This design comes from an exercise in tuning for small area on the open sky130 flow, not from production work. In this exercise RTL edits were held to simulation tests only and were not proved equivalent to the original. Power figures rest on the tool's default switching activity, not on a simulated workload. The clock port is modelled as an ideal driver; clocking choices that lean on that would not hold on a real chip.

`flow/config.mk`:
```
export PLATFORM = sky130hd
export DESIGN_NAME = conv_pixel_loader
export DESIGN_NICKNAME = conv_pixel_loader
export VERILOG_FILES = /design/flow/design.v
export SDC_FILE = /design/flow/constraint.sdc
export NUM_CORES = 4
export LEC_CHECK = 0
export CAP_MARGIN = 20
export CORE_MARGIN = 2
export CORE_UTILIZATION = 40
export SLEW_MARGIN = 20
```
`flow/constraint.sdc`:
```
create_clock -name core_clock -period 5.0 [get_ports {clk_clk}]
set_input_delay 1.0000 -clock core_clock [delete_from_list [all_inputs] [get_ports {clk_clk}]]
set_output_delay 1.0000 -clock core_clock [all_outputs]
set_load 0.01 [all_outputs]
```
`flow/design.v`:
```
module conv_pixel_loader #(
  parameter int IMG_WIDTH  = 64,
  parameter int IMG_HEIGHT = 64,
  parameter int PIX_W      = 8
) (
  input  logic                          clk_clk,
  input  logic                          reset_reset_n,
  input  logic [PIX_W-1:0]              data_in,
  input  logic                          write_en,
  input  logic                          start_bit,
  input  logic                          reset_cnt,
  output logic [9*PIX_W-1:0]            window,
  output logic                          win_valid,
  output logic                          busy,
  output logic                          frame_done,
  output logic [$clog2(IMG_HEIGHT)-1:0] row_cnt,
  output logic [$clog2(IMG_WIDTH)-1:0]  col_cnt
);
  localparam int CW = $clog2(IMG_WIDTH);
  localparam int RW = $clog2(IMG_HEIGHT);
  typedef enum logic [1:0] {IDLE, LOAD, DONE} state_t;
  state_t           r_state, w_next;
  logic             r_we_q, r_st_q;
  logic             w_we_rise, w_st_rise;
  logic             w_start, w_accept, w_last;
  logic [CW-1:0]    r_col;
  logic [RW-1:0]    r_row;
  logic             r_win_valid;
  logic [PIX_W-1:0] r_lb_bot [IMG_WIDTH];
  logic [PIX_W-1:0] r_lb_top [IMG_WIDTH];
  logic [PIX_W-1:0] r_win    [9];
  logic [PIX_W-1:0] w_mid_out, w_top_out;
  assign w_we_rise = write_en & ~r_we_q;
  assign w_st_rise = start_bit & ~r_st_q;
  assign w_last    = (r_row == RW'(IMG_HEIGHT-1)) && (r_col == CW'(IMG_WIDTH-1));
  assign w_mid_out = r_lb_bot[IMG_WIDTH-1];
  assign w_top_out = r_lb_top[IMG_WIDTH-1];
  always_ff @(posedge clk_clk or negedge reset_reset_n) begin
    if (!reset_reset_n) begin
      r_we_q  <= 1'b0;
      r_st_q  <= 1'b0;
      r_state <= IDLE;
    end else begin
      r_we_q  <= write_en;
      r_st_q  <= start_bit;
      r_state <= w_next;
    end
  end
  always_comb begin
    w_next   = r_state;
    w_start  = 1'b0;
    w_accept = 1'b0;
    if (reset_cnt) begin
      w_next = IDLE;
    end else begin
      case (r_state)
        IDLE, DONE: begin
          if (w_st_rise) begin
            w_next  = LOAD;
            w_start = 1'b1;
          end
        end
        LOAD: begin
          if (w_we_rise) begin
            w_accept = 1'b1;
            if (w_last) w_next = DONE;
          end
        end
        default: w_next = IDLE;
      endcase
    end
  end
  always_ff @(posedge clk_clk or negedge reset_reset_n) begin
    if (!reset_reset_n) begin
      r_col       <= '0;
      r_row       <= '0;
      r_win_valid <= 1'b0;
    end else begin
      r_win_valid <= 1'b0;
      if (reset_cnt || w_start) begin
        r_col <= '0;
        r_row <= '0;
      end else if (w_accept) begin
        r_win_valid <= (r_row >= RW'(2)) && (r_col >= CW'(2));
        if (r_col == CW'(IMG_WIDTH-1)) begin
          r_col <= '0;
          r_row <= (r_row == RW'(IMG_HEIGHT-1)) ? '0 : r_row + 1'b1;
        end else begin
          r_col <= r_col + 1'b1;
        end
      end
    end
  end
  always_ff @(posedge clk_clk or negedge reset_reset_n) begin
    if (!reset_reset_n) begin
      for (int i = 0; i < IMG_WIDTH; i++) begin
        r_lb_bot[i] <= '0;
        r_lb_top[i] <= '0;
      end
      for (int k = 0; k < 9; k++) r_win[k] <= '0;
    end else if (w_accept) begin
      r_lb_bot[0] <= data_in;
      r_lb_top[0] <= w_mid_out;
      for (int i = 1; i < IMG_WIDTH; i++) begin
        r_lb_bot[i] <= r_lb_bot[i-1];
        r_lb_top[i] <= r_lb_top[i-1];
      end
      for (int r = 0; r < 3; r++) begin
        r_win[r*3+0] <= r_win[r*3+1];
        r_win[r*3+1] <= r_win[r*3+2];
      end
      r_win[2] <= w_top_out;
      r_win[5] <= w_mid_out;
      r_win[8] <= data_in;
    end
  end
  always_comb begin
    window = '0;
    for (int k = 0; k < 9; k++) window[(9-k)*PIX_W-1 -: PIX_W] = r_win[k];
  end
  assign win_valid  = r_win_valid;
  assign busy       = (r_state == LOAD);
  assign frame_done = (r_state == DONE);
  assign row_cnt    = r_row;
  assign col_cnt    = r_col;
endmodule
```
`flow/run.sh`:
```
#!/bin/bash
# synth_recipe.tcl (not shown) runs the flow's synth.tcl, then flattens the netlist and writes it again
# the make line also repeats each setting of config.mk as NAME=value (left out here)
make -C /OpenROAD-flow-scripts/flow DESIGN_CONFIG=/design/flow/config.mk WORK_HOME=/design/flow/orfs CLKGATE_MAP_FILE= SYNTH_SCRIPT=/design/flow/synth_recipe.tcl finish
```
==> flow_summary.ini, run 1 <==
[timing]
slew_headroom = 0.456
post-route-period-util = 0.571
fmax_mhz = 350
skew_ps = 21.0
rsz0062_at_grt = false
fin_ws_ps = 2140
period_needed_ps = 2860
hold_viol_final = 0
setup-violations-final = 0
slew_viol_final = 0
setup_tns_ps = 0
worst_pin_slew_ps = 816

[final_layout]
mostFrequentLayoutCells = 3,154 x nand2_1, 1,065 x dfrtp_1, 108 x clkbuf_16
seq_area_um2 = 26700
nFillCells = 9404
drive_gt1_frac = 0.0465
stdcell_area_um2 = 45700
areaGrowthSynthToFinish_pct = 14.1
diodes = 0
final-instance-count-excl-fill = 5919
final_nets = 4552
multi_input_area_um2 = 12300
final_common_cell = nand2_1

[synth]
synth.distinct_cells = 37
synth.largest_area_cell = dfrtp_1
syn_nets = 4537
syn-instance-count = 4520
syn_area_um2 = 40000
postSynthAreaPerCell_um2 = 8.86
synth_top_area_frac = 0.666
ys_warn_count = 4
yosysSeqAreaShare = 0.666
synth_area_leaders = dfrtp_1 67%, nand2_1 30%, buf_2 1.3%
ys_ff_latch = 1065

[routing]
viasPerCell = 4.54
routedWlPerCell_um = 11.7
ant_nets = 0
drt_first_pass_iters = 4
drt_iter0_markers = 2427
post-route-drc-count = 0
routed_wl_mm = 69.2
vias = 26886

[worst_setup_path]
cp_slowest_cell = clkdlybuf4s50_1
cp_max_fo = 6
crit_chain = nor2b_1 > clkdlybuf4s50_1
critPathTopFamily = buffers and inverters
critical_path.endpoint_type = output pin
reg2reg_from = r_state[1]
cp.arrival_ps = 1860
required_ps = 4000
crit_buf_inv = 1
critPathMaxStageDelay_ps = 580
worst_setup_path_start_kind = flip-flop
crit_path_start = r_state[0]
critical_path_class = flip-flop to output pin

[min_path]
min_path_type = primary input to async pin

[cts]
cts_resized = 0
cts_buffer_depth = 3
cts_max_level = 3
clock_latency_ps = 660
cts.sinks = 1065
cts-root-buf = clkbuf_16
clk_pin_slew_worst_paths_ps = 60
cts_hold_buf = 0
tritoncts = built
cts_buffers = 107
cts_setup_buffers = 0

[place]
gp_congestion = 0.718
port-buffer-count = 99
dpl.cell_count = 5724
placed_cell_area_um2 = 42200
dp_slack_ps = 1600
hpwl_mm = 37.4

[die]
core.rowCount = 116
die_x_um = 320
die_area_um2 = 103000
die_h_um = 320
initial_utilization = 0.402
ios = 100
core_um2 = 99700

[power]
total_power_uw = 17000
pwr_density_cell_nw_per_um2 = 371
p_leak_uw = 0.0261
peakVddDrop_mv = 0.243

[global_route]
grt_max_degree = 157
grt_pass1_vias = 27079
grt_pass1_wl_mm = 125
antenna_found_initial = 0
grt_use_total = 0.140
gr-total-overflow = 0

[outcome]
status = timing/DRC/antenna clean

[job]
max_cap_viol_count = 0
==> metal layers <==
metal  GRT usage  share of wire
met1       0.188           0.49
met5           0              0
met3      0.0226          0.033
met2       0.234           0.46
met4      0.0405          0.019
==> power breakdown <==
group,total [µW],internal [µW],leakage [µW],switching (µW)
registers,8690,8660,0.0149,33.6
clock network,7880,4570,0.00172,3310
logic,397,105,0.00949,292
total,17000,13300,0.0261,3630
==> logic make-up (layout without fill, tap and decap cells) <==
group           after synthesis  in the layout  share of synthesized area
compound gates               18             18                    0.00309
buf+inv                     237            338                     0.0273
mux                           2              2                   0.000500
fa+ha+maj                     4              4                    0.00125
flops                      1065           1065                      0.666
xor+xnor                      1              1                   0.000219
simple gates               3193           3193                      0.302
==> cell usage after synthesis (all sizes together) <==
| cell | count |
|---|---|
| nand2b | 1 |
| a311oi | 1 |
| a211oi | 1 |
| o311ai | 1 |
| nor3 | 5 |
| or4 | 3 |
| nand4b | 1 |
| nor2 | 7 |
| and4bb | 1 |
| nand3 | 9 |
| ha | 4 |
| o21ai | 5 |
| dfrtp | 1065 |
| mux2i | 2 |
| buf | 126 |
| nor3b | 2 |
| nor4 | 1 |
| a31oi | 1 |
| a211o | 1 |
| clkbuf | 107 |
| nand4bb | 1 |
| o22ai | 2 |
| a21boi | 1 |
| nand2 | 3155 |
| and3 | 4 |
| a21oi | 2 |
| inv | 4 |
| nor2b | 2 |
| a32o | 2 |
| xor2 | 1 |
| a41oi | 1 |
| and2 | 1 |
==> sequential cells by signal, indices dropped and copies added, names as in the netlist <==
register and cells:
r_we_q 1, r_col 6, r_win 40, r_st_q 1
r_lb_top 496, r_win_valid 1, r_lb_bot 512, r_state 2
r_row 6
==> through the flow <==
stage,hold slack (ps),util
after floorplan,439,-
after global placement,442,0.423
after detailed placement,447,0.423
after CTS,376,0.458
after global routing,419,0.458
final,379,0.458
==> worst paths after layout <==
kind / cells past startpoint / endpoint / slack (ps)
worst min register to register: 2 / r_lb_bot[35][7] / 450
max in group asynchronous: 2 / r_lb_bot[5][1] / 3390
worst min-delay path: 1 / r_lb_top[61][1] / 380
worst max-delay path: 2 / frame_done / 2140
worst max register to register: 5 / r_col[1] / 2720
min in group core_clock: 2 / r_lb_bot[35][7] / 450
==> area by class of cell <==
cell class | count | area share
timing repair buffer | 139 | 0.0355
clock buffer | 153 | 0.0670
sequential | 1065 | 0.583
inverter | 4 | 0.000329
multi-input combinational | 3218 | 0.269
tap | 1298 | 0.0355
clock inverter | 42 | 0.00914
==> run 2: changes to the inputs <==
==> flow/design.v (replaced) <==
module conv_pixel_loader #(
  parameter int IMG_WIDTH  = 64,
  parameter int IMG_HEIGHT = 64,
  parameter int PIX_W      = 8
) (
  input  logic                          clk_clk,
  input  logic                          reset_reset_n,
  input  logic [PIX_W-1:0]              data_in,
  input  logic                          write_en,
  input  logic                          start_bit,
  input  logic                          reset_cnt,
  output logic [9*PIX_W-1:0]            window,
  output logic                          win_valid,
  output logic                          busy,
  output logic                          frame_done,
  output logic [$clog2(IMG_HEIGHT)-1:0] row_cnt,
  output logic [$clog2(IMG_WIDTH)-1:0]  col_cnt
);
  localparam int CW = $clog2(IMG_WIDTH);
  localparam int RW = $clog2(IMG_HEIGHT);
  localparam int NS = 2*IMG_WIDTH + 3;
  logic             r_we_q, r_st_q;
  logic             r_busy, r_done;
  logic             w_we_rise, w_st_rise;
  logic             w_start, w_accept, w_last;
  logic [CW-1:0]    r_col;
  logic [RW-1:0]    r_row;
  logic             r_win_valid;
  logic [PIX_W-1:0] r_sh [NS];
  assign w_we_rise = write_en & ~r_we_q;
  assign w_st_rise = start_bit & ~r_st_q;
  assign w_last    = (r_row == RW'(IMG_HEIGHT-1)) && (r_col == CW'(IMG_WIDTH-1));
  assign w_start   = ~reset_cnt & ~r_busy & w_st_rise;
  assign w_accept  = ~reset_cnt & r_busy & w_we_rise;
  always_ff @(posedge clk_clk or negedge reset_reset_n) begin
    if (!reset_reset_n) begin
      r_we_q <= 1'b0;
      r_st_q <= 1'b0;
      r_busy <= 1'b0;
      r_done <= 1'b0;
    end else begin
      r_we_q <= write_en;
      r_st_q <= start_bit;
      if (reset_cnt) begin
        r_busy <= 1'b0;
        r_done <= 1'b0;
      end else if (w_start) begin
        r_busy <= 1'b1;
        r_done <= 1'b0;
      end else if (w_accept && w_last) begin
        r_busy <= 1'b0;
        r_done <= 1'b1;
      end
    end
  end
  always_ff @(posedge clk_clk or negedge reset_reset_n) begin
    if (!reset_reset_n) begin
      r_col       <= '0;
      r_row       <= '0;
      r_win_valid <= 1'b0;
    end else begin
      r_win_valid <= w_accept && (r_row >= RW'(2)) && (r_col >= CW'(2));
      if (reset_cnt || w_start) begin
        r_col <= '0;
        r_row <= '0;
      end else if (w_accept) begin
        if (r_col == CW'(IMG_WIDTH-1)) begin
          r_col <= '0;
          r_row <= (r_row == RW'(IMG_HEIGHT-1)) ? '0 : r_row + 1'b1;
        end else begin
          r_col <= r_col + 1'b1;
        end
      end
    end
  end
  always_ff @(posedge clk_clk) begin
    if (w_accept) begin
      r_sh[0] <= data_in;
      for (int i = 1; i < NS; i++) r_sh[i] <= r_sh[i-1];
    end
  end
  assign window = {r_sh[2*IMG_WIDTH+2], r_sh[2*IMG_WIDTH+1], r_sh[2*IMG_WIDTH],
                   r_sh[IMG_WIDTH+2],   r_sh[IMG_WIDTH+1],   r_sh[IMG_WIDTH],
                   r_sh[2],             r_sh[1],             r_sh[0]};
  assign win_valid  = r_win_valid;
  assign busy       = r_busy;
  assign frame_done = r_done;
  assign row_cnt    = r_row;
  assign col_cnt    = r_col;
endmodule
==> flow_summary.ini, run 2 <==
[synth]
synth_common_cells = 1,048 x edfxtp_1, 17 x dfrtp_1, 10 x nor2_1
synth.largest_area_cell = edfxtp_1
async_reset_ff_frac = 0.0160
ys_warn_count = 2
synthSimpleGateAreaFrac = 0.00758
synthAdderAreaFrac = 0.00155
synth_area_leaders = edfxtp_1 97%, dfrtp_1 1.3%, ha_1 0.15%
synthMuxAreaShare = 0.000309
synth_compound_area_frac = 0.00244
synth_top_area_frac = 0.972
syn_nets = 1156
syn_area_um2 = 32400
yosysSeqAreaShare = 0.986
ys_ff_latch = 1065
synth_top_family_by_area = simple AND/OR/NAND/NOR gates
synthFlopType = edfxtp_1
syn-instance-count = 1139
postSynthAreaPerCell_um2 = 28.4
synth_most_common_cell = edfxtp_1
synthXorXnorAreaFrac = 0.00135
synth_edf_count = 1048
synth.distinct_cells = 32

[place]
hpwl_mm = 15.9
gp_congestion = 0.698
placed_cell_area_um2 = 35000
dpl.cell_count = 2314
port-buffer-count = 99

[die]
die_x_um = 288
core_um2 = 80300
ios = 100
core.rowCount = 104
die_area_um2 = 83200
die_h_um = 288
initial_utilization = 0.403

[final_layout]
final_common_cell = edfxtp_1
final_nets = 1376
areaGrowthSynthToFinish_pct = 18.7
diodes = 0
stdcell_area_um2 = 38400
mostFrequentLayoutCells = 1,048 x edfxtp_1, 106 x clkbuf_16, 99 x clkdlybuf4s50_1
nFillCells = 6353
largest_register_ffs = 1048
top_regs = r_sh: 1048 flops, r_col: 6 flops, r_row: 6 flops
final-instance-count-excl-fill = 2504
drive_gt1_frac = 0.123
final_util = 0.478
largest-register = r_sh

[routing]
drt_iter0_markers = 925
viasPerCell = 4.46
drt_first_pass_iters = 4
post-route-drc-count = 0
routed_wl_mm = 37.8
ant_nets = 0
vias = 11169
routedWlPerCell_um = 15.1

[timing]
hold_viol_final = 0
worst_pin_slew_ps = 766
setup-violations-final = 0
rsz0062_at_grt = false
skew_ps = 16.1
fmax_mhz = 323
setup_tns_ps = 0
slew_viol_final = 0
period_needed_ps = 3100
post-route-period-util = 0.619
slew_headroom = 0.487
whs_ps = 406

[cts]
clock_latency_ps = 640
cts_hold_buf = 0
cts_max_level = 3
cts.sinks = 1065
cts-root-buf = clkbuf_16
clk_pin_slew_worst_paths_ps = 60
cts_buffer_depth = 3
cts_buffers = 103
cts_resized = 0
cts_setup_buffers = 0
tritoncts = built

[worst_setup_path]
regToRegSetupSlack_ps = 2420
worst_setup_path_start_kind = primary input
cp.arrival_ps = 3380
reg2reg_from = r_we_q
crit_path_start = reset_cnt
cp_slowest_cell = nand4bb_1
crit_chain = clkdlybuf4s50_1 > nand4bb_1 > clkinv_16 > buf_4
cp_max_fo = 125
critPathMaxStageDelay_ps = 720
reg2reg_depth = 3
required_ps = 5280
r2r-end = r_sh[29][1]
critical_path_class = primary input to flip-flop
critical_path.endpoint_type = flip-flop

[power]
p_leak_uw = 0.00987
peakVddDrop_mv = 0.299
pwr_density_cell_nw_per_um2 = 458

[global_route]
grt_pass1_vias = 11185
gr-total-overflow = 0
grt_use_total = 0.0895
grt_max_degree = 126
antenna_found_initial = 0
grt_pass1_wl_mm = 60.4

[min_path]
worstHoldStart = r_sh[82][6]
whs_endpoint = r_sh[83][6]
min_path_cells = 0
min_path_type = flip-flop to flip-flop

[job]
max_cap_viol_count = 0

[outcome]
status = timing/DRC/antenna clean
-- run 2: layout make-up --
class	instances	area [µm²]	share of cell area
inverter	5	45.0	0.00117
multi-input combinational	66	428	0.0111
clock inverter	66	714	0.0186
clock buffer	124	2730	0.0711
timing repair buffer	118	1260	0.0328
tap	1060	1330	0.0345
sequential	1065	31900	0.831
-- run 2: worst max-delay path, delay by kind of cell --
kind,cells,cell delay [ps]
buffers and inverters,3,1530
AND/OR/NAND/NOR,1,720
-- run 2: worst max path at each step --
stage | endpoint | slack, ps | depth (start not counted)
2_1_floorplan | r_row[3] | 70 | 6
3_3_place_gp | r_sh[32][1] | 1280 | 4
3_5_place_dp | r_col[5] | 1200 | 7
4_1_cts | r_col[5] | 1910 | 7
5_1_grt | r_col[3] | 1710 | 6
6_report | r_sh[29][1] | 1900 | 4
-- run 2: per-layer routing --
metal	track usage	wire (µm)	vias up	part of all wire
li1	-	-	5080	-
met1	0.138	19500	5770	0.52
met2	0.118	15400	223	0.41
met3	0.0247	1710	96	0.045
met4	0.0408	1160	0	0.031
met5	0	0	-	0
-- run 2: power by group --
part	internal (µW)	total, µW	switching, µW
Clock	4660	7760	3100
Sequential	9720	9730	9.25
Combinational	20.8	79.8	59.0
Total	14400	17600	3170
-- run 2: through the flow --
step / setup slack [ps] / total power, µW
final: 1900 / 17600
after global routing: 1710 / 18200
after CTS: 1910 / 17900
after detailed placement: 1200 / 10000
after global placement: 1280 / 10000
after floorplan: 73.5 / 9970
-- run 2: kinds of logic after synthesis --
logic type / after synthesis
AOI/OAI and AO/OA: 12
xor gates and xnor gates: 5
adders and majority gates: 4
buffers and inverters: 8
DFF: 1065
muxes: 1
and+or+nand+nor: 44
==> run 3: changes to the inputs <==
--- a/flow/design.v
+++ b/flow/design.v
@@ -18,7 +18,7 @@
 );
   localparam int CW = $clog2(IMG_WIDTH);
   localparam int RW = $clog2(IMG_HEIGHT);
-  localparam int NS = 2*IMG_WIDTH + 3;
+  localparam int NS = 2*IMG_WIDTH + 2;
   logic             r_we_q, r_st_q;
   logic             r_busy, r_done;
   logic             w_we_rise, w_st_rise;
@@ -27,6 +27,7 @@
   logic [RW-1:0]    r_row;
   logic             r_win_valid;
   logic [PIX_W-1:0] r_sh [NS];
+  logic [PIX_W-1:0] r_oldest;
   assign w_we_rise = write_en & ~r_we_q;
   assign w_st_rise = start_bit & ~r_st_q;
   assign w_last    = (r_row == RW'(IMG_HEIGHT-1)) && (r_col == CW'(IMG_WIDTH-1));
@@ -79,7 +80,8 @@
       for (int i = 1; i < NS; i++) r_sh[i] <= r_sh[i-1];
     end
   end
-  assign window = {r_sh[2*IMG_WIDTH+2], r_sh[2*IMG_WIDTH+1], r_sh[2*IMG_WIDTH],
+  always_ff @(posedge clk_clk) r_oldest <= r_sh[NS-1];
+  assign window = {r_oldest, r_sh[2*IMG_WIDTH+1], r_sh[2*IMG_WIDTH],
                    r_sh[IMG_WIDTH+2],   r_sh[IMG_WIDTH+1],   r_sh[IMG_WIDTH],
                    r_sh[2],             r_sh[1],             r_sh[0]};
   assign win_valid  = r_win_valid;
--- a/flow/config.mk
+++ b/flow/config.mk
@@ -7,5 +7,8 @@
 export LEC_CHECK = 0
 export CAP_MARGIN = 20
 export CORE_MARGIN = 2
-export CORE_UTILIZATION = 40
+export CORE_UTILIZATION = 65
+export CTS_BUF_LIST = sky130_fd_sc_hd__clkbuf_8
+export CTS_CLUSTER_DIAMETER = 50
+export CTS_CLUSTER_SIZE = 20
 export SLEW_MARGIN = 20
==> flow_summary.ini, run 3 <==
[outcome]
status = timing/DRC/antenna clean

[timing]
fmax_mhz = 360
setup_tns_ps = 0
worst_pin_slew_ps = 768
period_needed_ps = 2780
post-route-period-util = 0.556
setup-violations-final = 0
skew_ps = 24.4
hold_viol_final = 0
slew_viol_final = 0
slew_headroom = 0.486
rsz0062_at_grt = false

[routing]
vias = 10693
viasPerCell = 5.24
drt_iter0_markers = 919
routed_wl_mm = 34.7
post-route-drc-count = 0
routedWlPerCell_um = 17.0
drt_first_pass_iters = 5
ant_nets = 0

[synth]
yosysSeqAreaShare = 0.986
synth_common_cells = 1,040 x edfxtp_1, 17 x dfrtp_1, 8 x dfxtp_1, 8 x nand2_1, 8 x nor2_1
ys_warn_count = 2
syn_area_um2 = 32300
synthFlopType = edfxtp_1
synth_top_area_frac = 0.968
synth.distinct_cells = 31
synth_most_common_cell = edfxtp_1
postSynthAreaPerCell_um2 = 28.4
syn-instance-count = 1138
ys_ff_latch = 1065
synth_area_leaders = edfxtp_1 97%, dfrtp_1 1.3%, dfxtp_1 0.50%
async_reset_ff_frac = 0.0160
syn_nets = 1155
synth.largest_area_cell = edfxtp_1
synth_edf_count = 1040

[power]
p_switching_uw = 2570
p_leak_uw = 0.00896
swShare = 0.184
intPower_uw = 11400
combPwrFrac = 0.006
pwr-share-seq = 0.695
pwr_density_cell_nw_per_um2 = 390
clock_power_share = 0.299
peakVddDrop_mv = 0.262

[final_layout]
drive_gt1_frac = 0.0945
largest-register = r_sh
areaGrowthSynthToFinish_pct = 11.1
final_util = 0.732
top_regs = r_sh: 1040 flops, r_oldest: 8 flops
final_common_cell = edfxtp_1
nFillCells = 2760
diodes = 0
final_nets = 1346
largest_register_ffs = 1040
mostFrequentLayoutCells = 1,040 x edfxtp_1, 99 x clkdlybuf4s50_1, 73 x clkbuf_8

[die]
initial_utilization = 0.659
die_h_um = 227
die_x_um = 227
core.rowCount = 81
core_um2 = 49000
ios = 100
die_area_um2 = 51400

[cts]
cts_buffer_depth = 3
cts_resized = 0
cts_max_level = 3
clk_pin_slew_worst_paths_ps = 100
tritoncts = built
clock_latency_ps = 670
cts_setup_buffers = 0
cts.sinks = 1065
cts_hold_buf = 0
cts-root-buf = clkbuf_8
cts_buffers = 70

[global_route]
grt_max_degree = 151
use_met2 = 0.171
grt_use_total = 0.136
use_met3 = 0.0367
gr-total-overflow = 0
grt_most_used_layer = met1
grt.met1_usage = 0.230
grt_pass1_vias = 9888
grt_pass1_wl_mm = 53.4
antenna_found_initial = 0

[worst_setup_path]
required_ps = 5330
critPathMaxStageDelay_ps = 500
crit_chain = clkdlybuf4s50_1 > nand4bb_4 > clkinvlp_4 > buf_4 > buf_4
worst_setup_path_start_kind = primary input
path_common_cell = buf_4
cp.arrival_ps = 3110
cp_max_fo = 29
crit_buf_inv = 4
critPathTopFamily = buffers and inverters
critical_path.endpoint_type = flip-flop
critical_path_class = primary input to flip-flop
cp_slowest_cell = clkinvlp_4

[place]
gp_congestion = 0.720
hpwl_mm = 15.9
port-buffer-count = 99

[min_path]
min_path_type = flip-flop to flip-flop

[job]
max_cap_viol_count = 0
==> run 3: worst reg2reg max path, stage by stage (launching register included) <==
cell and delay [ps]:
dfrtp_1 380, nand4bb_4 350, clkinvlp_4 500, buf_4 400, buf_4 410
==> run 3: power groups by stage <==
stage,Clock (µW),Sequential (µW),Combinational (µW)
2_1_floorplan,0,9990,41.4
3_3_place_gp,0,9910,80.4
3_5_place_dp,0,9910,83.5
4_1_cts,4400,9710,82.4
5_1_grt,4680,9710,90.2
6_report,4180,9710,80.1
==> run 3: stage by stage <==
stage | hold WS [ps] | setup slack (ps) | instance area (µm²) | instances | power, µW
2_1_floorplan | 400 | -12400 | 32300 | 1138 | 10000
3_3_place_gp | 350 | 1530 | 34400 | 1921 | 9990
3_5_place_dp | 357 | 1480 | 34400 | 1921 | 10000
4_1_cts | 380 | 2160 | 35800 | 2039 | 14200
5_1_grt | 385 | 2080 | 35800 | 2039 | 14500
6_report | 378 | 2220 | 35800 | 2039 | 14000
==> run 3: final timing paths <==
path | from | to | slack [ps] | depth (start not counted)
max in group asynchronous | reset_reset_n | r_row[4] | 3730 | 1
min in group asynchronous | reset_reset_n | r_row[0] | 760 | 1
min | r_sh[129][4] | r_oldest[4] | 380 | 0
max reg2reg | r_we_q | r_sh[103][5] | 2620 | 4
max | reset_cnt | r_sh[103][5] | 2220 | 5
min reg2reg | r_sh[129][4] | r_oldest[4] | 380 | 0
==> run 3: cells by family after synthesis <==
logic type	after synthesis	share of synthesized area
xor+xnor	3	0.000814
simple gates	43	0.00779
compound gates	16	0.00295
flops	1065	0.986
fa+ha+maj	4	0.00155
buf+inv	7	0.000853
==> run 3: routing by layer <==
metal	up-vias	wire length, µm
met3	65	1410
met5	-	0
met2	163	14300
met4	0	833
li1	4951	-
met1	5514	18200
==> run 3: area by class of cell <==
cell class	instances	area, µm²	share of cell area
sequential	1065	31800	0.888
inverter	5	22.5	0.000629
tap	664	831	0.0232
multi-input combinational	66	423	0.0118
clock inverter	45	404	0.0113
timing repair buffer	121	1330	0.0372
clock buffer	73	1000	0.0280
==> run 4: changes to the inputs <==
--- a/flow/config.mk
+++ b/flow/config.mk
@@ -8,7 +8,7 @@
 export CAP_MARGIN = 20
 export CORE_MARGIN = 2
 export CORE_UTILIZATION = 65
-export CTS_BUF_LIST = sky130_fd_sc_hd__clkbuf_8
-export CTS_CLUSTER_DIAMETER = 50
-export CTS_CLUSTER_SIZE = 20
+export CTS_BUF_LIST = sky130_fd_sc_hd__clkbuf_16
+export CTS_CLUSTER_DIAMETER = 70
+export CTS_CLUSTER_SIZE = 35
 export SLEW_MARGIN = 20
==> flow_summary.ini, run 4 <==
[routing]
routedWlPerCell_um = 17.3
drt_iter0_markers = 930
post-route-drc-count = 0
viasPerCell = 5.29
drt_first_pass_iters = 4
vias = 10524
ant_nets = 0
routed_wl_mm = 34.4

[synth]
synth.largest_area_cell = edfxtp_1
synth_top_area_frac = 0.968
postSynthAreaPerCell_um2 = 28.4
synth_edf_count = 1040
syn_nets = 1155
ys_warn_count = 2
syn_area_um2 = 32300
async_reset_ff_frac = 0.0160
syn-instance-count = 1138
synth_most_common_cell = edfxtp_1
yosysSeqAreaShare = 0.986
synth_common_cells = 1,040 x edfxtp_1, 17 x dfrtp_1, 8 x dfxtp_1, 8 x nand2_1, 8 x nor2_1
synth.distinct_cells = 31
synthFlopType = edfxtp_1
synth_area_leaders = edfxtp_1 97%, dfrtp_1 1.3%, dfxtp_1 0.50%
ys_ff_latch = 1065

[timing]
period_needed_ps = 2860
setup_tns_ps = 0
slew_viol_final = 0
worst_pin_slew_ps = 771
post-route-period-util = 0.573
skew_ps = 21.4
hold_viol_final = 0
fmax_mhz = 349
slew_headroom = 0.485
setup-violations-final = 0
rsz0062_at_grt = false
whs_ps = 378

[power]
total_power_uw = 13900
peakVddDrop_mv = 0.307
p_leak_uw = 0.00885
pwr_density_cell_nw_per_um2 = 390

[worst_setup_path]
cp_max_fo = 29
regToRegSetupSlack_ps = 2610
critical_path_class = primary input to flip-flop
reg2reg_from = r_we_q
reg2reg_depth = 4
required_ps = 5250
worst_setup_path_start_kind = primary input
r2r-end = r_sh[104][5]
cp.arrival_ps = 3110
critical_path.endpoint_type = flip-flop

[cts]
cts_setup_buffers = 0
clk_pin_slew_worst_paths_ps = 100
tritoncts = built
cts-root-buf = clkbuf_16
cts_buffer_depth = 3
cts_buffers = 41
cts_resized = 0
clock_latency_ps = 590
cts.sinks = 1065
cts_max_level = 2
cts_hold_buf = 0

[die]
initial_utilization = 0.659
ios = 100
die_area_um2 = 51400
core_um2 = 49000
core.rowCount = 81
die_x_um = 227
die_h_um = 227

[global_route]
grt_pass1_vias = 9619
grt_max_degree = 151
grt.met1_usage = 0.227
grt_use_total = 0.131
gr-total-overflow = 0
use_met3 = 0.0238
grt_pass1_wl_mm = 52.2
grt_most_used_layer = met1
antenna_found_initial = 0
use_met2 = 0.171

[min_path]
worstHoldStart = r_sh[129][4]
whs_endpoint = r_oldest[4]
min_path_type = flip-flop to flip-flop
min_path_cells = 0

[final_layout]
diodes = 0
stdcell_area_um2 = 35700
drive_gt1_frac = 0.0686
final_nets = 1317
largest_register_ffs = 1040
mostFrequentLayoutCells = 1,040 x edfxtp_1, 99 x clkdlybuf4s50_1, 41 x clkbuf_16
areaGrowthSynthToFinish_pct = 10.8
largest-register = r_sh
final_common_cell = edfxtp_1
nFillCells = 2773
top_regs = r_sh: 1040 flops, r_oldest: 8 flops

[place]
port-buffer-count = 99
placed_cell_area_um2 = 34400
hpwl_mm = 15.9
gp_congestion = 0.720

[outcome]
status = timing/DRC/antenna clean

[job]
max_cap_viol_count = 0
-- run 4: cell counts after synthesis --
No cell type changed its count.
-- run 4: critical path, cell delays in order --
cell	delay, ps
clkdlybuf4s50_1	450
nand4bb_4	330
clkinvlp_4	500
buf_4	390
buf_4	400
-- run 4: kinds of logic after synthesis --
logic type / count (synthesis) / share of synthesized area
XOR/XNOR: 3 / 0.000814
AND/OR/NAND/NOR: 43 / 0.00779
AO/OA/AOI/OAI: 16 / 0.00295
buffers and inverters: 7 / 0.000853
flip-flops: 1065 / 0.986
adder cells (fa/ha/maj): 4 / 0.00155
-- run 4: layout make-up --
class,instances,area [µm²],share of cell area
clock buffers,41,1030,0.0287
clock inverters,28,288,0.00805
inverters,5,22.5,0.000630
multi-input cells,66,423,0.0118
flip-flops and latches,1065,31800,0.890
well taps,664,831,0.0232
repair buffers,121,1330,0.0373
-- run 4: how the worst max path moves through the flow --
stage / slack [ps] / cells past startpoint / from / end
finish: 2140 / 5 / reset_cnt / r_sh[104][5]
global route: 1970 / 5 / reset_cnt / r_sh[101][5]
CTS: 2140 / 5 / reset_cnt / r_sh[104][5]
detailed placement: 1480 / 5 / reset_cnt / r_sh[101][5]
global placement: 1530 / 5 / reset_cnt / r_sh[104][5]
floorplan: -12400 / 3 / reset_cnt / r_sh[0][0]
-- run 4: metal layers --
layer | vias to the layer above | routed length, µm
met5 | - | 0
met3 | 42 | 1170
li1 | 4879 | -
met4 | 0 | 733
met1 | 5470 | 18300
met2 | 133 | 14100
-- run 4: through the flow --
step,cells,utilization,setup WS (ps)
2_1_floorplan,1138,-,-12400
3_3_place_gp,1921,0.703,1530
3_5_place_dp,1921,0.703,1480
4_1_cts,1990,0.730,2140
5_1_grt,1990,0.730,1970
6_report,1990,0.730,2140
-- run 4: power by group --
group,switching [µW],total [µW],internal [µW]
Combinational,57.4,80.4,22.9
Clock,2480,4140,1660
Sequential,9.79,9710,9700
Total,2550,13900,11400
==> run 5: changes to the inputs <==
==> flow/flow/run.sh (new file) <==
#!/bin/bash
# The standard layout, with two changes: the port buffers are the smallest buffer cell, and
# clock tree synthesis adds no dummy loads. make's full output goes to flow.log here; each ORFS
# step's own log is under orfs/logs/.
set -euo pipefail
CTS="-sink_clustering_enable -repair_clock_nets -dont_use_dummy_load"
CTS="$CTS -sink_clustering_size 40 -sink_clustering_max_diameter 60"
CTS="$CTS -buf_list sky130_fd_sc_hd__clkbuf_16"
bash standard.sh "CTS_ARGS=$CTS" \
  "BUFFER_PORTS_ARGS=-buffer_cell sky130_fd_sc_hd__buf_1" \
  finish > flow.log 2>&1
==> flow/standard.sh (new file) <==
#!/bin/bash
# synth_recipe.tcl (not shown) runs the flow's synth.tcl, then flattens the netlist and writes it again
# the make line also repeats each setting of config.mk as NAME=value (left out here)
make -C /OpenROAD-flow-scripts/flow DESIGN_CONFIG=/design/flow/config.mk WORK_HOME=/design/flow/orfs CLKGATE_MAP_FILE= SYNTH_SCRIPT=/design/flow/synth_recipe.tcl "${@:-finish}"
--- a/flow/config.mk
+++ b/flow/config.mk
@@ -7,8 +7,5 @@
 export LEC_CHECK = 0
 export CAP_MARGIN = 20
 export CORE_MARGIN = 2
-export CORE_UTILIZATION = 65
-export CTS_BUF_LIST = sky130_fd_sc_hd__clkbuf_16
-export CTS_CLUSTER_DIAMETER = 70
-export CTS_CLUSTER_SIZE = 35
+export CORE_UTILIZATION = 80
 export SLEW_MARGIN = 20
removed: flow/run.sh
==> flow_summary.ini, run 5 <==
[outcome]
status = stopped before the end
haltStage = detailed placement
error = [ERROR DPL-0033] detailed placement checks failed during check placement.

[synth]
synth_top_area_frac = 0.968
synthFlopType = edfxtp_1
postSynthAreaPerCell_um2 = 28.4
synth_area_leaders = edfxtp_1 97%, dfrtp_1 1.3%, dfxtp_1 0.50%
synth_edf_count = 1040
yosysSeqAreaShare = 0.986
synth_common_cells = 1,040 x edfxtp_1, 17 x dfrtp_1, 8 x dfxtp_1, 8 x nand2_1, 8 x nor2_1
ys_ff_latch = 1065
async_reset_ff_frac = 0.0160
synth.largest_area_cell = edfxtp_1
ys_warn_count = 2
synth.distinct_cells = 31
syn-instance-count = 1138
syn_nets = 1155
synth_most_common_cell = edfxtp_1
syn_area_um2 = 32300

[die]
ios = 100
initial_utilization = 0.812
die_h_um = 205
core.rowCount = 73
die_x_um = 205

[place]
hpwl_mm = 30.6
gp_congestion = 0.717
port-buffer-count = 99
[run 5: worst max path at each step]
stage,start,to,slack [ps],cells past startpoint
3_3_place_gp,reset_cnt,r_sh[129][3],1660,5
2_1_floorplan,reset_cnt,r_sh[0][0],-12400,3
[run 5: per-stage QoR]
| step | area, µm² | instances | hold slack, ps | setup WS, ps |
|---|---|---|---|---|
| global placement | 33600 | 1781 | 352 | 1660 |
| floorplan | 32300 | 1138 | 400 | -12400 |
[run 5: cells by family after synthesis]
| group | Yosys count | share of synthesized area |
|---|---|---|
| DFF | 1065 | 0.986 |
| buffers and inverters | 7 | 0.000853 |
| adders and majority gates | 4 | 0.00155 |
| AOI/OAI and AO/OA | 16 | 0.00295 |
| xor gates and xnor gates | 3 | 0.000814 |
| and+or+nand+nor | 43 | 0.00779 |
[run 5: power by group through the flow]
stage | clock network [µW] | registers (µW) | logic [µW]
global placement | 0 | 9910 | 68.1
floorplan | 0 | 9990 | 41.4
==> run 6: changes to the inputs <==
--- a/flow/flow/run.sh
+++ b/flow/flow/run.sh
@@ -4,8 +4,8 @@
 # step's own log is under orfs/logs/.
 set -euo pipefail
 CTS="-sink_clustering_enable -repair_clock_nets -dont_use_dummy_load"
-CTS="$CTS -sink_clustering_size 40 -sink_clustering_max_diameter 60"
-CTS="$CTS -buf_list sky130_fd_sc_hd__clkbuf_16"
+CTS="$CTS -sink_clustering_size 20 -sink_clustering_max_diameter 45 -root_buf sky130_fd_sc_hd__clkbuf_16"
+CTS="$CTS -buf_list \"sky130_fd_sc_hd__clkbuf_8 sky130_fd_sc_hd__clkbuf_16\""
 bash standard.sh "CTS_ARGS=$CTS" \
   "BUFFER_PORTS_ARGS=-buffer_cell sky130_fd_sc_hd__buf_1" \
   finish > flow.log 2>&1
--- a/flow/config.mk
+++ b/flow/config.mk
@@ -7,5 +7,5 @@
 export LEC_CHECK = 0
 export CAP_MARGIN = 20
 export CORE_MARGIN = 2
-export CORE_UTILIZATION = 80
+export CORE_UTILIZATION = 70
 export SLEW_MARGIN = 20
==> flow_summary.ini, run 6 <==
[synth]
ys_warn_count = 2
yosysSeqAreaShare = 0.986
ys_ff_latch = 1065
postSynthAreaPerCell_um2 = 28.4
synth_common_cells = 1,040 x edfxtp_1, 17 x dfrtp_1, 8 x dfxtp_1, 8 x nand2_1, 8 x nor2_1
synth_most_common_cell = edfxtp_1
synth.largest_area_cell = edfxtp_1
synth_area_leaders = edfxtp_1 97%, dfrtp_1 1.3%, dfxtp_1 0.50%
syn_area_um2 = 32300
async_reset_ff_frac = 0.0160
syn-instance-count = 1138
synth_top_area_frac = 0.968
synth_edf_count = 1040
synthFlopType = edfxtp_1
synth.distinct_cells = 31
syn_nets = 1155

[place]
hpwl_mm = 15.7
gp_congestion = 0.746
port-buffer-count = 99
dpl.cell_count = 1852

[outcome]
error = [ERROR STA-0564] clock_tree_synthesis positional arguments not supported.
status = stopped before the end
haltStage = clock tree synthesis

[die]
initial_utilization = 0.709
ios = 100
core.rowCount = 78
die_x_um = 219
die_h_um = 219
[run 6: cell counts after synthesis]
No cell type changed its count.
[run 6: cells by family after synthesis]
group,count (synthesis),synth area share
compound gates,16,0.00295
xor+xnor,3,0.000814
fa+ha+maj,4,0.00155
buf+inv,7,0.000853
flops,1065,0.986
simple gates,43,0.00779
[run 6: how the worst max path moves through the flow]
stage                     startpoint            to  depth (start not counted)
after floorplan            reset_cnt    r_sh[0][0]                          3
after global placement     reset_cnt  r_sh[128][7]                          4
after detailed placement   reset_cnt  r_sh[129][4]                          4
[run 6: per-stage QoR]
step,instance area (µm²),worst slack (ps)
2_1_floorplan,32300,-12400
3_3_place_gp,33600,1780
3_5_place_dp,33600,1710
[run 6: power by group through the flow]
stage                     Sequential (µW)  Combinational (µW)  Clock, µW
after floorplan                      9990                41.4          0
after global placement               9910                67.2          0
after detailed placement             9910                70.4          0
==> run 7: changes to the inputs <==
--- a/flow/flow/run.sh
+++ b/flow/flow/run.sh
@@ -5,7 +5,7 @@
 set -euo pipefail
 CTS="-sink_clustering_enable -repair_clock_nets -dont_use_dummy_load"
 CTS="$CTS -sink_clustering_size 20 -sink_clustering_max_diameter 45 -root_buf sky130_fd_sc_hd__clkbuf_16"
-CTS="$CTS -buf_list \"sky130_fd_sc_hd__clkbuf_8 sky130_fd_sc_hd__clkbuf_16\""
+CTS="$CTS -buf_list {sky130_fd_sc_hd__clkbuf_8 sky130_fd_sc_hd__clkbuf_16}"
 bash standard.sh "CTS_ARGS=$CTS" \
   "BUFFER_PORTS_ARGS=-buffer_cell sky130_fd_sc_hd__buf_1" \
   finish > flow.log 2>&1
==> flow_summary.ini, run 7 <==
[worst_setup_path]
crit_buf_inv = 3
reg2reg_from = r_we_q
critical_path_class = primary input to flip-flop
cp_max_fo = 61
cp.arrival_ps = 2870
crit_chain = buf_1 > nand4bb_4 > clkinvlp_4 > buf_4
critPathTopFamily = buffers and inverters
regToRegSetupSlack_ps = 2510
worst_setup_path_start_kind = primary input
reg2reg_depth = 3
r2r-end = r_sh[125][7]
crit_path_start = reset_cnt
cp_slowest_cell = buf_4
critical_path.endpoint_type = flip-flop
critPathMaxStageDelay_ps = 710
required_ps = 5230

[timing]
post-route-period-util = 0.529
slew_headroom = 0.419
setup-violations-final = 0
slew_viol_final = 0
whs_ps = 353
period_needed_ps = 2650
hold_viol_final = 0
fmax_mhz = 378
skew_ps = 57.2
rsz0062_at_grt = false
worst_pin_slew_ps = 870
setup_tns_ps = 0

[cts]
cts_buffers = 78
cts_resized = 0
clk_pin_slew_worst_paths_ps = 60
cts.sinks = 1065
cts-root-buf = clkbuf_16
cts_buffer_depth = 3
cts_max_level = 3
clock_latency_ps = 620
tritoncts = built
cts_hold_buf = 0
cts_setup_buffers = 0

[place]
port-buffer-count = 99
dpl.cell_count = 1852
gp_congestion = 0.746
hpwl_mm = 15.7

[synth]
yosysSeqAreaShare = 0.986
synthFlopType = edfxtp_1
postSynthAreaPerCell_um2 = 28.4
synthAdderAreaFrac = 0.00155
synth_compound_area_frac = 0.00295
ys_warn_count = 2
synth_most_common_cell = edfxtp_1
synth.distinct_cells = 31
syn_area_um2 = 32300
synth_common_cells = 1,040 x edfxtp_1, 17 x dfrtp_1, 8 x dfxtp_1, 8 x nand2_1, 8 x nor2_1
synth_top_area_frac = 0.968
synthMuxAreaShare = 0
synthXorXnorAreaFrac = 0.000814
synth_edf_count = 1040
syn-instance-count = 1138
ys_ff_latch = 1065
async_reset_ff_frac = 0.0160
synth_area_leaders = edfxtp_1 97%, dfrtp_1 1.3%, dfxtp_1 0.50%
syn_nets = 1155
synth_top_family_by_area = simple AND/OR/NAND/NOR gates
synthSimpleGateAreaFrac = 0.00779
synth.largest_area_cell = edfxtp_1

[die]
core_um2 = 45500
ios = 100
core.rowCount = 78
die_x_um = 219
initial_utilization = 0.709
die_h_um = 219
die_area_um2 = 47800

[routing]
post-route-drc-count = 0
routedWlPerCell_um = 18.9
viasPerCell = 5.53
drt_iter0_markers = 1077
drt_first_pass_iters = 5
ant_nets = 0
vias = 10675
routed_wl_mm = 36.5

[final_layout]
drive_gt1_frac = 0.0767
largest_register_ffs = 1040
mostFrequentLayoutCells = 1,040 x edfxtp_1, 98 x buf_1, 78 x clkbuf_16
diodes = 0
final_common_cell = edfxtp_1
areaGrowthSynthToFinish_pct = 10.2
final_util = 0.782
top_regs = r_sh: 1040 flops, r_oldest: 8 flops
final-instance-count-excl-fill = 1930
final_nets = 1349
largest-register = r_sh

[min_path]
min_path_type = primary input to async pin

[global_route]
grt_most_used_layer = met1
grt_use_total = 0.156
gr-total-overflow = 0
antenna_found_initial = 0
grt_pass1_wl_mm = 56.0
use_met2 = 0.207
grt_max_degree = 144
use_met3 = 0.0405
grt_pass1_vias = 10179
grt.met1_usage = 0.258

[power]
p_leak_uw = 0.00883
peakVddDrop_mv = 0.373
pwr_density_cell_nw_per_um2 = 424

[job]
max_cap_viol_count = 0

[outcome]
status = timing/DRC/antenna clean
[run 7: cell counts after synthesis]
No cell type changed its count.
[run 7: per-layer routing]
| metal | vias up | wire length, µm |
|---|---|---|
| li1 | 4925 | - |
| met1 | 5479 | 18200 |
| met2 | 196 | 15700 |
| met3 | 75 | 1640 |
| met4 | 0 | 953 |
| met5 | - | 0 |
[run 7: power breakdown]
group          switching (µW)  internal, µW
Combinational            57.1          10.9
Clock                    2530          2750
Sequential               9.94          9710
Total                    2600         12500
[run 7: area by class of cell]
cell class	count	area, µm²
Multi-Input combinational cell	66	423
Fill cell	2275	9930
Sequential cell	1065	31800
Inverter	5	22.5
Tap cell	600	751
Timing Repair Buffer	116	588
Clock buffer	78	1950
[run 7: cells by family after synthesis]
family          after synthesis
xor+xnor                      3
simple gates                 43
buf+inv                       7
flops                      1065
fa+ha+maj                     4
compound gates               16
[run 7: worst max-delay path by stage]
stage                              end  slack (ps)  cells past startpoint
after floorplan             r_sh[0][0]      -12400                      3
after global placement    r_sh[128][7]        1780                      4
after detailed placement  r_sh[129][4]        1710                      4
after CTS                 r_sh[128][1]        2380                      4
after global routing      r_sh[128][1]        2210                      4
final                     r_sh[125][7]        2350                      4
[run 7: through the flow]
| step | total power, µW | cell area (µm²) | setup slack, ps |
|---|---|---|---|
| floorplan | 10000 | 32300 | -12400 |
| global placement | 9980 | 33600 | 1780 |
| global route | 15600 | 35600 | 2210 |
| detailed placement | 9980 | 33600 | 1710 |
| finish | 15100 | 35600 | 2350 |
| CTS | 15300 | 35600 | 2380 |
==> run 8: changes to the inputs <==
==> flow/flow/run.sh (replaced) <==
#!/bin/bash
# The standard layout, with two changes: the port buffers are the smallest buffer cell, and
# clock tree synthesis adds no dummy loads. make's full output goes to flow.log here; each ORFS
# step's own log is under orfs/logs/.
set -euo pipefail
CTS="-sink_clustering_enable -repair_clock_nets -dont_use_dummy_load"
CTS="$CTS -sink_clustering_size 35 -sink_clustering_max_diameter 70"
CTS="$CTS -buf_list sky130_fd_sc_hd__clkbuf_16"
bash standard.sh "CTS_ARGS=$CTS" \
  "BUFFER_PORTS_ARGS=-buffer_cell sky130_fd_sc_hd__buf_1" \
  finish > flow.log 2>&1
==> flow_summary.ini, run 8 <==
[timing]
worst_pin_slew_ps = 943
slew_viol_final = 0
whs_ps = 381
setup-violations-final = 0
rsz0062_at_grt = false
hold_viol_final = 0
setup_tns_ps = 0
post-route-period-util = 0.526
fmax_mhz = 380
skew_ps = 53.3
period_needed_ps = 2630
slew_headroom = 0.371

[die]
ios = 100
die_area_um2 = 47800
initial_utilization = 0.709
die_h_um = 219
core_um2 = 45500
core.rowCount = 78
die_x_um = 219

[power]
combPwrFrac = 0.005
pwr_density_cell_nw_per_um2 = 388
peakVddDrop_mv = 0.326
p_leak_uw = 0.00835
p_switching_uw = 2280
clock_power_share = 0.271
pwr-share-seq = 0.724
swShare = 0.170
intPower_uw = 11100

[cts]
cts_max_level = 2
cts_buffers = 39
cts-root-buf = clkbuf_16
cts_buffer_depth = 3
cts_resized = 0
cts_setup_buffers = 0
cts_hold_buf = 0
clock_latency_ps = 590
tritoncts = built
clk_pin_slew_worst_paths_ps = 100
cts.sinks = 1065

[synth]
synth.largest_area_cell = edfxtp_1
ys_warn_count = 2
syn-instance-count = 1138
syn_area_um2 = 32300
synth_common_cells = 1,040 x edfxtp_1, 17 x dfrtp_1, 8 x dfxtp_1, 8 x nand2_1, 8 x nor2_1
syn_nets = 1155
yosysSeqAreaShare = 0.986
synth_top_area_frac = 0.968
synthFlopType = edfxtp_1
synth_area_leaders = edfxtp_1 97%, dfrtp_1 1.3%, dfxtp_1 0.50%
ys_ff_latch = 1065
synth_edf_count = 1040
synth_most_common_cell = edfxtp_1
async_reset_ff_frac = 0.0160
postSynthAreaPerCell_um2 = 28.4
synth.distinct_cells = 31

[final_layout]
areaGrowthSynthToFinish_pct = 7.15
final_common_cell = edfxtp_1
final-instance-count-excl-fill = 1891
largest_register_ffs = 1040
mostFrequentLayoutCells = 1,040 x edfxtp_1, 99 x buf_1, 39 x clkbuf_16
top_regs = r_sh: 1040 flops, r_oldest: 8 flops
final_nets = 1310
largest-register = r_sh
diodes = 0
final_util = 0.760
stdcell_area_um2 = 34600
drive_gt1_frac = 0.0480

[global_route]
grt_use_total = 0.142
use_met3 = 0.0238
grt_pass1_vias = 9544
grt_most_used_layer = met1
antenna_found_initial = 1
grt.met1_usage = 0.250
use_met2 = 0.188
grt_max_degree = 144
gr-total-overflow = 0
grt_pass1_wl_mm = 52.0

[routing]
drt_iter0_markers = 1074
post-route-drc-count = 0
drt_first_pass_iters = 4
viasPerCell = 5.51
routedWlPerCell_um = 18.1
ant_nets = 0
routed_wl_mm = 34.3
vias = 10417

[outcome]
status = timing/DRC/antenna clean

[worst_setup_path]
crit_buf_inv = 3
critical_path_class = primary input to flip-flop
crit_chain = buf_1 > nand4bb_4 > clkinvlp_4 > buf_4
cp_max_fo = 61
required_ps = 5220
cp.arrival_ps = 2840
worst_setup_path_start_kind = primary input
critPathTopFamily = buffers and inverters
cp_slowest_cell = buf_4
critPathMaxStageDelay_ps = 700
critical_path.endpoint_type = flip-flop

[place]
gp_congestion = 0.746
dpl.cell_count = 1852
hpwl_mm = 15.7
port-buffer-count = 99
placed_cell_area_um2 = 33600

[min_path]
min_path_type = flip-flop to flip-flop

[job]
max_cap_viol_count = 0
[run 8: cell counts after synthesis]
No cell type changed its count.
[run 8: cells by family after synthesis]
group                      share of synthesized area
DFF                                            0.986
adders and majority gates                    0.00155
and+or+nand+nor                              0.00779
xor gates and xnor gates                    0.000814
buffers and inverters                       0.000853
AOI/OAI and AO/OA                            0.00295
[run 8: layer usage]
metal	vias to the layer above	share of wire
met5	-	0
met4	0	0.021
met3	48	0.033
met2	152	0.42
met1	5372	0.52
li1	4845	-
[run 8: cell type report]
class / instances / area [µm²]
multi-input combinational: 66 / 423
sequential: 1065 / 31800
timing repair buffer: 116 / 587
inverter: 5 / 22.5
clock buffer: 39 / 976
tap: 600 / 751
fill: 2424 / 10900
[run 8: worst paths after layout]
path,from,to,slack [ps],cells after the start
min in group asynchronous,reset_reset_n,r_row[5],530,1
setup reg to reg,r_we_q,r_sh[114][4],2550,3
hold reg to reg,r_sh[129][3],r_oldest[3],380,0
hold / removal,r_sh[129][3],r_oldest[3],380,0
max in group asynchronous,reset_reset_n,r_col[3],3850,1
setup / recovery,reset_cnt,r_sh[114][4],2370,4
[run 8: stage by stage]
stage	setup WS, ps	total power (µW)
floorplan	-12400	10000
global placement	1780	9980
detailed placement	1710	9980
CTS	2370	13600
global route	2190	13800
finish	2370	13400
[run 8: power groups by stage]
| stage | logic [µW] | registers (µW) | clock network [µW] |
|---|---|---|---|
| CTS | 69.1 | 9710 | 3800 |
| global placement | 67.2 | 9910 | 0 |
| finish | 67.5 | 9710 | 3630 |
| floorplan | 41.4 | 9990 | 0 |
| global route | 76.5 | 9710 | 4050 |
| detailed placement | 70.4 | 9910 | 0 |
==> run 9: changes to the inputs <==
--- a/flow/config.mk
+++ b/flow/config.mk
@@ -5,7 +5,7 @@
 export SDC_FILE = /design/flow/constraint.sdc
 export NUM_CORES = 4
 export LEC_CHECK = 0
-export CAP_MARGIN = 20
+export CAP_MARGIN = 5
 export CORE_MARGIN = 2
 export CORE_UTILIZATION = 70
-export SLEW_MARGIN = 20
+export SLEW_MARGIN = 5
==> flow_summary.ini, run 9 <==
[outcome]
status = timing/DRC/antenna clean

[power]
clock_power_share = 0.271
combPwrFrac = 0.005
intPower_uw = 11100
p_leak_uw = 0.00835
p_switching_uw = 2280
pwr_density_cell_nw_per_um2 = 388
swShare = 0.170
pwr-share-seq = 0.724
peakVddDrop_mv = 0.326

[cts]
cts_buffers = 39
clock_latency_ps = 590
cts_hold_buf = 0
clk_pin_slew_worst_paths_ps = 100
cts_max_level = 2
cts_resized = 0
tritoncts = built
cts.sinks = 1065
cts_buffer_depth = 3
cts-root-buf = clkbuf_16
cts_setup_buffers = 0

[timing]
slew_viol_final = 0
fmax_mhz = 380
hold_viol_final = 0
worst_pin_slew_ps = 943
slew_headroom = 0.371
skew_ps = 53.3
setup_tns_ps = 0
rsz0062_at_grt = false
post-route-period-util = 0.526
setup-violations-final = 0
whs_ps = 381
period_needed_ps = 2630

[worst_setup_path]
critical_path.endpoint_type = flip-flop
cp.arrival_ps = 2840
cp_max_fo = 61
crit_buf_inv = 3
worst_setup_path_start_kind = primary input
cp.depth = 4
critical_path_class = primary input to flip-flop
crit_chain = buf_1 > nand4bb_4 > clkinvlp_4 > buf_4
required_ps = 5220
critPathMaxStageDelay_ps = 700
cp_slowest_cell = buf_4
reg2reg_depth = 3
critPathTopFamily = buffers and inverters

[final_layout]
diodes = 0
largest_register_ffs = 1040
final_common_cell = edfxtp_1
top_regs = r_sh: 1040 flops, r_oldest: 8 flops
nFillCells = 2424
drive_gt1_frac = 0.0480
areaGrowthSynthToFinish_pct = 7.15
largest-register = r_sh
final_nets = 1310
mostFrequentLayoutCells = 1,040 x edfxtp_1, 99 x buf_1, 39 x clkbuf_16

[routing]
viasPerCell = 5.51
wl_met2_mm = 14.5
drt_first_pass_iters = 4
post-route-drc-count = 0
routedWlPerCell_um = 18.1
routed.top_layer = met4
vias = 10417
drt_iter0_markers = 1074
wl_met1_mm = 17.9
ant_nets = 0
met3_length_mm = 1.13
routed_wl_mm = 34.3

[synth]
syn_nets = 1155
synth_edf_count = 1040
syn_area_um2 = 32300
ys_ff_latch = 1065
synth.largest_area_cell = edfxtp_1
synth_most_common_cell = edfxtp_1
postSynthAreaPerCell_um2 = 28.4
synthFlopType = edfxtp_1
synth_common_cells = 1,040 x edfxtp_1, 17 x dfrtp_1, 8 x dfxtp_1, 8 x nand2_1, 8 x nor2_1
synth_area_leaders = edfxtp_1 97%, dfrtp_1 1.3%, dfxtp_1 0.50%
async_reset_ff_frac = 0.0160
ys_warn_count = 2
syn-instance-count = 1138
synth_top_area_frac = 0.968
synth.distinct_cells = 31
yosysSeqAreaShare = 0.986

[die]
ios = 100
initial_utilization = 0.709
die_x_um = 219
core.rowCount = 78
die_area_um2 = 47800
core_um2 = 45500
die_h_um = 219

[place]
gp_congestion = 0.746
port-buffer-count = 99
hpwl_mm = 15.7

[global_route]
grt_pass1_wl_mm = 52.0
grt_max_degree = 144
grt_pass1_vias = 9544
gr-total-overflow = 0
grt_use_total = 0.142
antenna_found_initial = 1

[job]
max_cap_viol_count = 0

[min_path]
min_path_cells = 0
min_path_type = flip-flop to flip-flop
==> run 9: cell counts after synthesis <==
No cell type changed its count.
==> run 9: path summary, 6_finish.rpt <==
path | startpoint | to | slack (ps)
setup / recovery | reset_cnt | r_sh[114][4] | 2370
max in group asynchronous | reset_reset_n | r_col[3] | 3850
hold reg to reg | r_sh[129][3] | r_oldest[3] | 380
setup reg to reg | r_we_q | r_sh[114][4] | 2550
hold / removal | r_sh[129][3] | r_oldest[3] | 380
min in group asynchronous | reset_reset_n | r_row[5] | 530
==> run 9: power groups by stage <==
stage | clock network [µW] | registers, µW | logic, µW
after floorplan | 0 | 9990 | 41.4
after global routing | 4050 | 9710 | 76.5
after CTS | 3800 | 9710 | 69.1
after global placement | 0 | 9910 | 67.2
final | 3630 | 9710 | 67.5
after detailed placement | 0 | 9910 | 70.4
==> run 9: cells by family after synthesis <==
group	Yosys count	share of synthesized area
adder cells (fa/ha/maj)	4	0.00155
flip-flops	1065	0.986
AND/OR/NAND/NOR	43	0.00779
buffers and inverters	7	0.000853
AO/OA/AOI/OAI	16	0.00295
XOR/XNOR	3	0.000814
==> run 9: layout make-up <==
cell class / count / area (µm²) / area share
Inverter: 5 / 22.5 / 0.000651
Clock buffer: 39 / 976 / 0.0282
Tap cell: 600 / 751 / 0.0217
Sequential cell: 1065 / 31800 / 0.920
Timing Repair Buffer: 116 / 587 / 0.0170
Multi-Input combinational cell: 66 / 423 / 0.0122
==> run 9: worst register-to-register path: stages, from the launching register on <==
cell	delay (ps)
dfrtp_1	370
nand4bb_4	350
clkinvlp_4	690
buf_4	710
==> run 9: routing by layer <==
metal  vias to the layer above  GRT usage
met4                         0     0.0450
met3                        48     0.0238
li1                       4845          -
met2                       152      0.188
met1                      5372      0.250
met5                         -          0
==> run 9: per-stage QoR <==
step                utilization  instances  power [µW]  area [µm²]  setup WS (ps)
finish                    0.760       1891       13400       34600           2370
global route              0.760       1891       13800       34600           2190
CTS                       0.760       1891       13600       34600           2370
detailed placement        0.739       1852        9980       33600           1710
global placement          0.739       1852        9980       33600           1780
floorplan                     -       1138       10000       32300         -12400
==> run 10: changes to the inputs <==
==> flow/design.v (replaced) <==
module conv_pixel_loader #(
  parameter int IMG_WIDTH  = 64,
  parameter int IMG_HEIGHT = 64,
  parameter int PIX_W      = 8
) (
  input  logic                          clk_clk,
  input  logic                          reset_reset_n,
  input  logic [PIX_W-1:0]              data_in,
  input  logic                          write_en,
  input  logic                          start_bit,
  input  logic                          reset_cnt,
  output logic [9*PIX_W-1:0]            window,
  output logic                          win_valid,
  output logic                          busy,
  output logic                          frame_done,
  output logic [$clog2(IMG_HEIGHT)-1:0] row_cnt,
  output logic [$clog2(IMG_WIDTH)-1:0]  col_cnt
);
  localparam int CW = $clog2(IMG_WIDTH);
  localparam int RW = $clog2(IMG_HEIGHT);
  localparam int NS = 2*IMG_WIDTH + 2;
  logic             r_we_q, r_st_q;
  logic             r_busy, r_done;
  logic             w_we_rise, w_st_rise;
  logic             w_start, w_accept, w_clr;
  logic [CW-1:0]    r_col;
  logic [RW-1:0]    r_row;
  logic [RW+CW-1:0] w_pos, w_pos_next;
  logic             w_last_acc;
  logic             r_win_valid;
  logic [PIX_W-1:0] r_sh [NS];
  logic [PIX_W-1:0] r_oldest;
  assign w_we_rise = write_en & ~r_we_q;
  assign w_st_rise = start_bit & ~r_st_q;
  assign w_start   = ~reset_cnt & ~r_busy & w_st_rise;
  assign w_accept  = ~reset_cnt & r_busy & w_we_rise;
  assign w_clr     = reset_cnt | w_start;
  assign w_pos     = {r_row, r_col};
  generate
    if ((1 << CW) == IMG_WIDTH && (1 << RW) == IMG_HEIGHT) begin : g_pow2
      logic [RW+CW:0] w_carry;
      assign w_carry[0] = w_accept;
      for (genvar i = 0; i < RW+CW; i++) begin : g_carry
        assign w_carry[i+1] = w_carry[i] & w_pos[i];
      end
      assign w_pos_next = w_pos ^ w_carry[RW+CW-1:0];
      assign w_last_acc = w_carry[RW+CW];
    end else begin : g_any
      logic w_col_end, w_row_end;
      assign w_col_end  = (r_col == CW'(IMG_WIDTH-1));
      assign w_row_end  = (r_row == RW'(IMG_HEIGHT-1));
      assign w_last_acc = w_accept & w_col_end & w_row_end;
      always_comb begin
        w_pos_next = w_pos;
        if (w_accept) begin
          if (w_col_end) w_pos_next = {w_row_end ? RW'(0) : RW'(r_row + 1'b1), CW'(0)};
          else           w_pos_next = {r_row, CW'(r_col + 1'b1)};
        end
      end
    end
  endgenerate
  always_ff @(posedge clk_clk or negedge reset_reset_n) begin
    if (!reset_reset_n) begin
      r_we_q      <= 1'b0;
      r_st_q      <= 1'b0;
      r_busy      <= 1'b0;
      r_done      <= 1'b0;
      r_col       <= '0;
      r_row       <= '0;
      r_win_valid <= 1'b0;
    end else begin
      r_we_q         <= write_en;
      r_st_q         <= start_bit;
      r_busy         <= ~reset_cnt & (r_busy ? ~w_last_acc : w_st_rise);
      r_done         <= ~reset_cnt & (r_busy ? w_last_acc : r_done & ~w_st_rise);
      r_win_valid    <= w_accept & (r_row >= RW'(2)) & (r_col >= CW'(2));
      {r_row, r_col} <= w_clr ? '0 : w_pos_next;
    end
  end
  always_ff @(posedge clk_clk) begin
    if (w_accept) begin
      r_sh[0] <= data_in;
      for (int i = 1; i < NS; i++) r_sh[i] <= r_sh[i-1];
    end
  end
  always_ff @(posedge clk_clk) r_oldest <= r_sh[NS-1];
  assign window = {r_oldest,          r_sh[2*IMG_WIDTH+1], r_sh[2*IMG_WIDTH],
                   r_sh[IMG_WIDTH+2], r_sh[IMG_WIDTH+1],   r_sh[IMG_WIDTH],
                   r_sh[2],           r_sh[1],             r_sh[0]};
  assign win_valid  = r_win_valid;
  assign busy       = r_busy;
  assign frame_done = r_done;
  assign row_cnt    = r_row;
  assign col_cnt    = r_col;
endmodule
--- a/flow/config.mk
+++ b/flow/config.mk
@@ -5,7 +5,7 @@
 export SDC_FILE = /design/flow/constraint.sdc
 export NUM_CORES = 4
 export LEC_CHECK = 0
-export CAP_MARGIN = 5
+export CAP_MARGIN = 20
 export CORE_MARGIN = 2
 export CORE_UTILIZATION = 70
-export SLEW_MARGIN = 5
+export SLEW_MARGIN = 20
==> flow_summary.ini, run 10 <==
[synth]
syn_area_um2 = 32100
synth_edf_count = 1040
synth.distinct_cells = 15
async_reset_ff_frac = 0.0160
synth_top_family_by_area = adder cells
syn_nets = 1128
synth_top_area_frac = 0.972
postSynthAreaPerCell_um2 = 29.1
synthFlopType = edfxtp_1
syn-instance-count = 1103
synth_area_leaders = edfxtp_1 97%, dfrtp_1 1.3%, dfxtp_1 0.50%
synth.largest_area_cell = edfxtp_1
synthMuxAreaShare = 0.000311
ys_warn_count = 2
synthSimpleGateAreaFrac = 0.00401
ys_ff_latch = 1065
synth_common_cells = 1,040 x edfxtp_1, 17 x dfrtp_1, 12 x and2_1, 12 x ha_1, 8 x dfxtp_1
synthXorXnorAreaFrac = 0
synth_most_common_cell = edfxtp_1
yosysSeqAreaShare = 0.990
synth_compound_area_frac = 0.000467
synthAdderAreaFrac = 0.00467

[global_route]
antenna_found_initial = 1
grt_use_total = 0.137
grt_max_degree = 212
gr-total-overflow = 0
grt_pass1_vias = 9278
grt_pass1_wl_mm = 50.1

[power]
total_power_uw = 13400
p_leak_uw = 0.00833
pwr_density_cell_nw_per_um2 = 390
peakVddDrop_mv = 0.372

[routing]
drt_iter0_markers = 866
vias = 10166
viasPerCell = 5.50
drt_first_pass_iters = 5
routed_wl_mm = 32.9
post-route-drc-count = 0
ant_nets = 0
routedWlPerCell_um = 17.8

[min_path]
min_path_type = flip-flop to flip-flop
min_path_cells = 0
whs_endpoint = r_sh[16][3]
worstHoldStart = r_sh[15][3]

[timing]
rsz0062_at_grt = false
setup_tns_ps = 0
post-route-period-util = 0.627
period_needed_ps = 3130
skew_ps = 63.9
worst_pin_slew_ps = 1040
hold_viol_final = 0
slew_viol_final = 0
slew_headroom = 0.309
setup-violations-final = 0
fmax_mhz = 319

[worst_setup_path]
r2r-end = r_sh[55][2]
critical_path_class = primary input to flip-flop
required_ps = 5210
cp.arrival_ps = 3340
reg2reg_depth = 3
worst_setup_path_start_kind = primary input
regToRegSetupSlack_ps = 2020
cp_max_fo = 210
critical_path.endpoint_type = flip-flop
crit_path_start = reset_cnt
reg2reg_from = r_busy

[place]
gp_congestion = 0.713
port-buffer-count = 99
dpl.cell_count = 1809
hpwl_mm = 14.9

[die]
core.rowCount = 78
initial_utilization = 0.708
die_x_um = 218
core_um2 = 45400
die_area_um2 = 47600
ios = 100
die_h_um = 218

[cts]
cts_hold_buf = 0
cts-root-buf = clkbuf_16
cts_resized = 0
cts_buffers = 40
clk_pin_slew_worst_paths_ps = 110
clock_latency_ps = 580
tritoncts = built
cts_max_level = 2
cts_setup_buffers = 0
cts_buffer_depth = 3
cts.sinks = 1065

[final_layout]
final_common_cell = edfxtp_1
final_nets = 1276
largest-register = r_sh
areaGrowthSynthToFinish_pct = 7.30
diodes = 0
final-instance-count-excl-fill = 1849
top_regs = r_sh: 1040 flops, r_oldest: 8 flops
largest_register_ffs = 1040
drive_gt1_frac = 0.0488
seq_area_um2 = 31800
multi_input_area_um2 = 435
nFillCells = 2329
mostFrequentLayoutCells = 1,040 x edfxtp_1, 99 x buf_1, 40 x clkbuf_16

[outcome]
status = timing/DRC/antenna clean

[job]
max_cap_viol_count = 0
## run 10: cell families (layout without fill, tap and decap cells)
group / after synthesis / in the layout
adder cells (fa/ha/maj): 12 / 12
AND/OR/NAND/NOR: 20 / 20
flip-flops: 1065 / 1065
buffers and inverters: 2 / 148
AO/OA/AOI/OAI: 3 / 3
multiplexers: 1 / 1
## run 10: worst max path at each step
stage	endpoint	cells past startpoint
detailed placement	r_sh[128][3]	4
finish	r_sh[55][2]	4
CTS	r_sh[25][2]	4
floorplan	r_row[5]	14
global placement	r_sh[124][3]	4
global route	r_sh[38][4]	4
## run 10: worst max-delay path, cell delays in order
cell and delay (ps):
buf_1 110, and4bb_4 430, buf_4 830, buf_12 780
## run 10: cell type report
type	instances	share of cell area
Sequential cell	1065	0.923
Clock buffer	40	0.0290
Tap cell	600	0.0218
Timing Repair Buffer	107	0.0137
Multi-Input combinational cell	36	0.0126
Inverter	1	0.000109
## run 10: metal layers
metal,GRT usage,part of all wire,up-vias
met4,0.0465,0.024,0
met2,0.182,0.42,134
li1,-,-,4694
met5,0,0,-
met1,0.232,0.52,5282
met3,0.0284,0.039,56
## run 10: power by group
group / internal [µW] / switching, µW
logic: 6.74 / 51.4
clock network: 1450 / 2220
registers: 9700 / 9.12
total: 11200 / 2280
## run 10: per-stage QoR
step / worst slack, ps / hold WS [ps] / cell area, µm² / util
after floorplan: -6930 / 400 / 32300 / -
after global placement: 1310 / 352 / 33500 / 0.738
after detailed placement: 1240 / 355 / 33500 / 0.738
after CTS: 1890 / 340 / 34500 / 0.760
after global routing: 1650 / 354 / 34500 / 0.760
final: 1870 / 342 / 34500 / 0.760

Check on run 10: ideal ports give 1.866 ns setup slack; a clkbuf_16 on the clock port and buf_2 on the inputs give 1.905 ns; moving port delays by the midpoint clock arrival (0.615 ns) as well gives 1.290 ns.
